Background: an optimization exercise with open tools, aiming at small area and a short achievable clock period. Do not read the settings as production practice. Power and IR drop assume default switching activity.

// spm_top
module spm_top #(
    parameter int SAMPLE_WIDTH = spm_pkg::SAMPLE_WIDTH_DEFAULT,
    parameter int FIFO_DEPTH   = spm_pkg::FIFO_DEPTH_DEFAULT
) (
    input  logic                               clk,
    input  logic                               reset,
    input  logic                               enable,
    input  logic                               start,
    input  logic [spm_pkg::INTERVAL_WIDTH-1:0] interval,
    input  logic signed [SAMPLE_WIDTH-1:0]     data_in,
    input  logic                               data_in_valid,
    output logic                               data_in_ready,
    output logic signed [SAMPLE_WIDTH-1:0]     min_out,
    output logic signed [SAMPLE_WIDTH-1:0]     max_out,
    output logic                               min_out_valid,
    output logic                               max_out_valid,
    input  logic                               min_out_ready,
    input  logic                               max_out_ready,
    output logic [spm_pkg::TIMER_WIDTH-1:0]    timer,
    output logic                               busy,
    output logic                               done
);
For scale: roughly 1700 cells after synthesis, ~650 flip-flops, about 120 I/O pins, about 26000 um^2 of cells after synthesis.
export LEC_CHECK = 0
export CAP_MARGIN = 20
export CORE_MARGIN = 2
export CORE_UTILIZATION = 60
export CTS_BUF_LIST = sky130_fd_sc_hd__clkbuf_4 sky130_fd_sc_hd__clkbuf_8
export CTS_CLUSTER_SIZE = 30
export SETUP_SLACK_MARGIN = 2.0
export SLEW_MARGIN = 20
create_clock -name core_clock -period 4.5 [get_ports {clk}]
standard.sh (not shown) runs the stock make flow with config.mk's settings and CLKGATE_MAP_FILE= SYNTH_SCRIPT=/design/flow/synth_recipe.tcl, a recipe that flattens the netlist after the stock synthesis.
==> flow/flow/run.sh <==
#!/bin/bash
# Standard layout, with two changes: the clock tree is built without dummy
# loads, and the port buffers are the smallest plain buffer (timing repair
# sizes them up where a path needs it).
set -euo pipefail
export CTS_ARGS="-sink_clustering_enable -repair_clock_nets -sink_clustering_size 16 -sink_clustering_max_diameter 60 -buf_list {sky130_fd_sc_hd__clkbuf_8 sky130_fd_sc_hd__clkbuf_16} -sink_clustering_buffer sky130_fd_sc_hd__clkbuf_8 -root_buf sky130_fd_sc_hd__clkbuf_16 -dont_use_dummy_load"
export BUFFER_PORTS_ARGS="-buffer_cell sky130_fd_sc_hd__buf_1"
bash standard.sh synth > synth.log 2>&1
bash standard.sh finish > layout.log 2>&1
The baseline went through all stages and came out clean.
Change:
Settings changed: CTS_BUF_LIST sky130_fd_sc_hd__clkbuf_4 sky130_fd_sc_hd__clkbuf_8 to not set, CTS_CLUSTER_SIZE 30 to not set, SETUP_SLACK_MARGIN 2.0 to 2.1.
Power rises by 1.6%.
Core utilization rises by 1.2 points.
Worst setup slack is worse by 13 ps.
No run of this note included a check of the RTL's function; only the layout flow was run.


06-23:
Another version of the RTL of spm_top (not shown whole).
Size in the first run: about 1800 cells after synthesis, about 120 I/O pins, ~26000 µm² of cells after synthesis.
## spm_top
module spm_top #(
    parameter int SAMPLE_WIDTH = spm_pkg::SAMPLE_WIDTH_DEFAULT,
    parameter int FIFO_DEPTH   = spm_pkg::FIFO_DEPTH_DEFAULT
) (
    input  logic                               clk,
    input  logic                               reset,
    input  logic                               enable,
    input  logic                               start,
    input  logic [spm_pkg::INTERVAL_WIDTH-1:0] interval,
    input  logic signed [SAMPLE_WIDTH-1:0]     data_in,
    input  logic                               data_in_valid,
    output logic                               data_in_ready,
    output logic signed [SAMPLE_WIDTH-1:0]     min_out,
    output logic signed [SAMPLE_WIDTH-1:0]     max_out,
    output logic                               min_out_valid,
    output logic                               max_out_valid,
    input  logic                               min_out_ready,
    input  logic                               max_out_ready,
    output logic [spm_pkg::TIMER_WIDTH-1:0]    timer,
    output logic                               busy,
    output logic                               done
);
==> flow/config.mk <==
export PLATFORM = sky130hd
export DESIGN_NAME = spm_top
export DESIGN_NICKNAME = spm_top
export VERILOG_FILES = /design/flow/design.v
export SDC_FILE = /design/flow/constraint.sdc
export NUM_CORES = 4
export LEC_CHECK = 0
export CAP_MARGIN = 20
export CORE_MARGIN = 2
export CORE_UTILIZATION = 60
export CTS_BUF_LIST = sky130_fd_sc_hd__clkbuf_4 sky130_fd_sc_hd__clkbuf_8
export CTS_CLUSTER_SIZE = 30
export SETUP_SLACK_MARGIN = 2.0
export SLEW_MARGIN = 20
==> flow/constraint.sdc <==
create_clock -name core_clock -period 4.5 [get_ports {clk}]
set_input_delay 0.9000 -clock core_clock [delete_from_list [all_inputs] [get_ports {clk}]]
set_output_delay 0.9000 -clock core_clock [all_outputs]
set_load 0.01 [all_outputs]
==> flow/flow/run.sh <==
#!/bin/bash
# Standard layout, with two changes: the clock tree is built without dummy
# loads, and the port buffers are the smallest plain buffer (timing repair
# sizes them up where a path needs it).
set -euo pipefail
export CTS_ARGS="-sink_clustering_enable -repair_clock_nets -sink_clustering_size 16 -sink_clustering_max_diameter 60 -buf_list {sky130_fd_sc_hd__clkbuf_8 sky130_fd_sc_hd__clkbuf_16} -dont_use_dummy_load"
export BUFFER_PORTS_ARGS="-buffer_cell sky130_fd_sc_hd__buf_1"
bash standard.sh synth > synth.log 2>&1
bash standard.sh finish > layout.log 2>&1
06-23 reached the final stage; the timing, design-rule and antenna checks on its layout passed.
### 06-23 -> 10-04
diff --git a/flow/flow/run.sh b/flow/flow/run.sh
--- a/flow/flow/run.sh
+++ b/flow/flow/run.sh
@@ -6 +6 @@
-export CTS_ARGS="-sink_clustering_enable -repair_clock_nets -sink_clustering_size 16 -sink_clustering_max_diameter 60 -buf_list {sky130_fd_sc_hd__clkbuf_8 sky130_fd_sc_hd__clkbuf_16} -dont_use_dummy_load"
+export CTS_ARGS="-sink_clustering_enable -repair_clock_nets -sink_clustering_size 30 -buf_list {sky130_fd_sc_hd__clkbuf_4 sky130_fd_sc_hd__clkbuf_8} -dont_use_dummy_load"
Notes after the runs:
- 10-04 ended up with cnt_mx[4] as its start point of the critical path; 06-23 ended up with have.
- Total power of the final layout (lower): 06-23
- Diff 10-04..06-23 | synthesis-stage register bit count | unchanged
- Worst hold slack | 10-04 below 06-23
No run of this note included a check of the RTL's function; only the layout flow was run.


Another version of the RTL of spm_top (not shown whole).
For scale: roughly 1900 cells after synthesis, roughly 670 flip-flops, ~120 I/O pins, ~0.028 sq mm of cells after synthesis.
export LEC_CHECK = 0
export CAP_MARGIN = 20
export CORE_MARGIN = 2
export CORE_UTILIZATION = 60
export CTS_BUF_LIST = sky130_fd_sc_hd__clkbuf_4 sky130_fd_sc_hd__clkbuf_8
export CTS_CLUSTER_SIZE = 30
export SETUP_SLACK_MARGIN = 2.0
export SLEW_MARGIN = 20
create_clock -name core_clock -period 4.5 [get_ports {clk}]
run.sh (not shown) runs the stock make flow with config.mk's settings and CLKGATE_MAP_FILE= SYNTH_SCRIPT=/design/flow/synth_recipe.tcl, a recipe that flattens the netlist after the stock synthesis.
Stock flow here: none of the scripts above is used.
The first run produced a clean layout.
Rerun with:
Settings changed: ABC_CLOCK_PERIOD_IN_PS set to 2500, CTS_BUF_LIST sky130_fd_sc_hd__clkbuf_4 sky130_fd_sc_hd__clkbuf_8 to unset, CTS_CLUSTER_SIZE 30 to unset.
Effect: Sequential share of layout area shrinks by 0.78 points; register-to-register slack gets worse by 0.09 ns; wire length stays flat; combinational power goes up slightly; setup slack gets worse by 0.056 ns; synthesized area is unchanged; global-route usage fell by 0.17 points.
No run of this note included a check of the RTL's function; only the layout flow was run.

static timing again, ports no longer ideal:
The flow's constraints put no driver on any port. The routed layouts listed below were extracted and timed again, unchanged, in two steps.
Step 1 assumes that a clkbuf_16 drives the clock port and a buf_2 every other input.
Step 2 moves the port delays by t, midway between the first and last clock arrival at a register: inputs arrive t later, outputs are due t later. That takes back most of the time a late clock gives input paths.
Three values: no drivers, after step 1, after step 2; two values: the first two.
run | t (ns) | slack for setup (ns) | slew at the worst register clock pin (ns) | cell pins on the clock port's net
the first run of note 1 | 0.619 | 1.895 / 1.835 / 1.344 | 0.10 / 0.10 | 1
the second run of note 1 | 0.619 | 1.882 / 1.821 / 1.392 | 0.11 / 0.11 | 1
06-23 | 0.643 | 1.818 / 1.818 / 1.268 | 0.08 / 0.08 | 1
10-04 | 0.729 | 1.777 / 1.749 / 1.157 | 0.07 / 0.07 | 1
the first run of note 3 | 0.734 | 1.597 / 1.606 / 0.872 | 0.07 / 0.07 | 1
the second run of note 3 | 0.655 | 1.541 / 1.533 / 0.878 | 0.06 / 0.06 | 1
After both steps setup and hold are still met in every run listed. For the first run of note 3, which loses most, drivers alone change the setup slack by +0.009 ns; drivers and shift together by -0.725 ns.
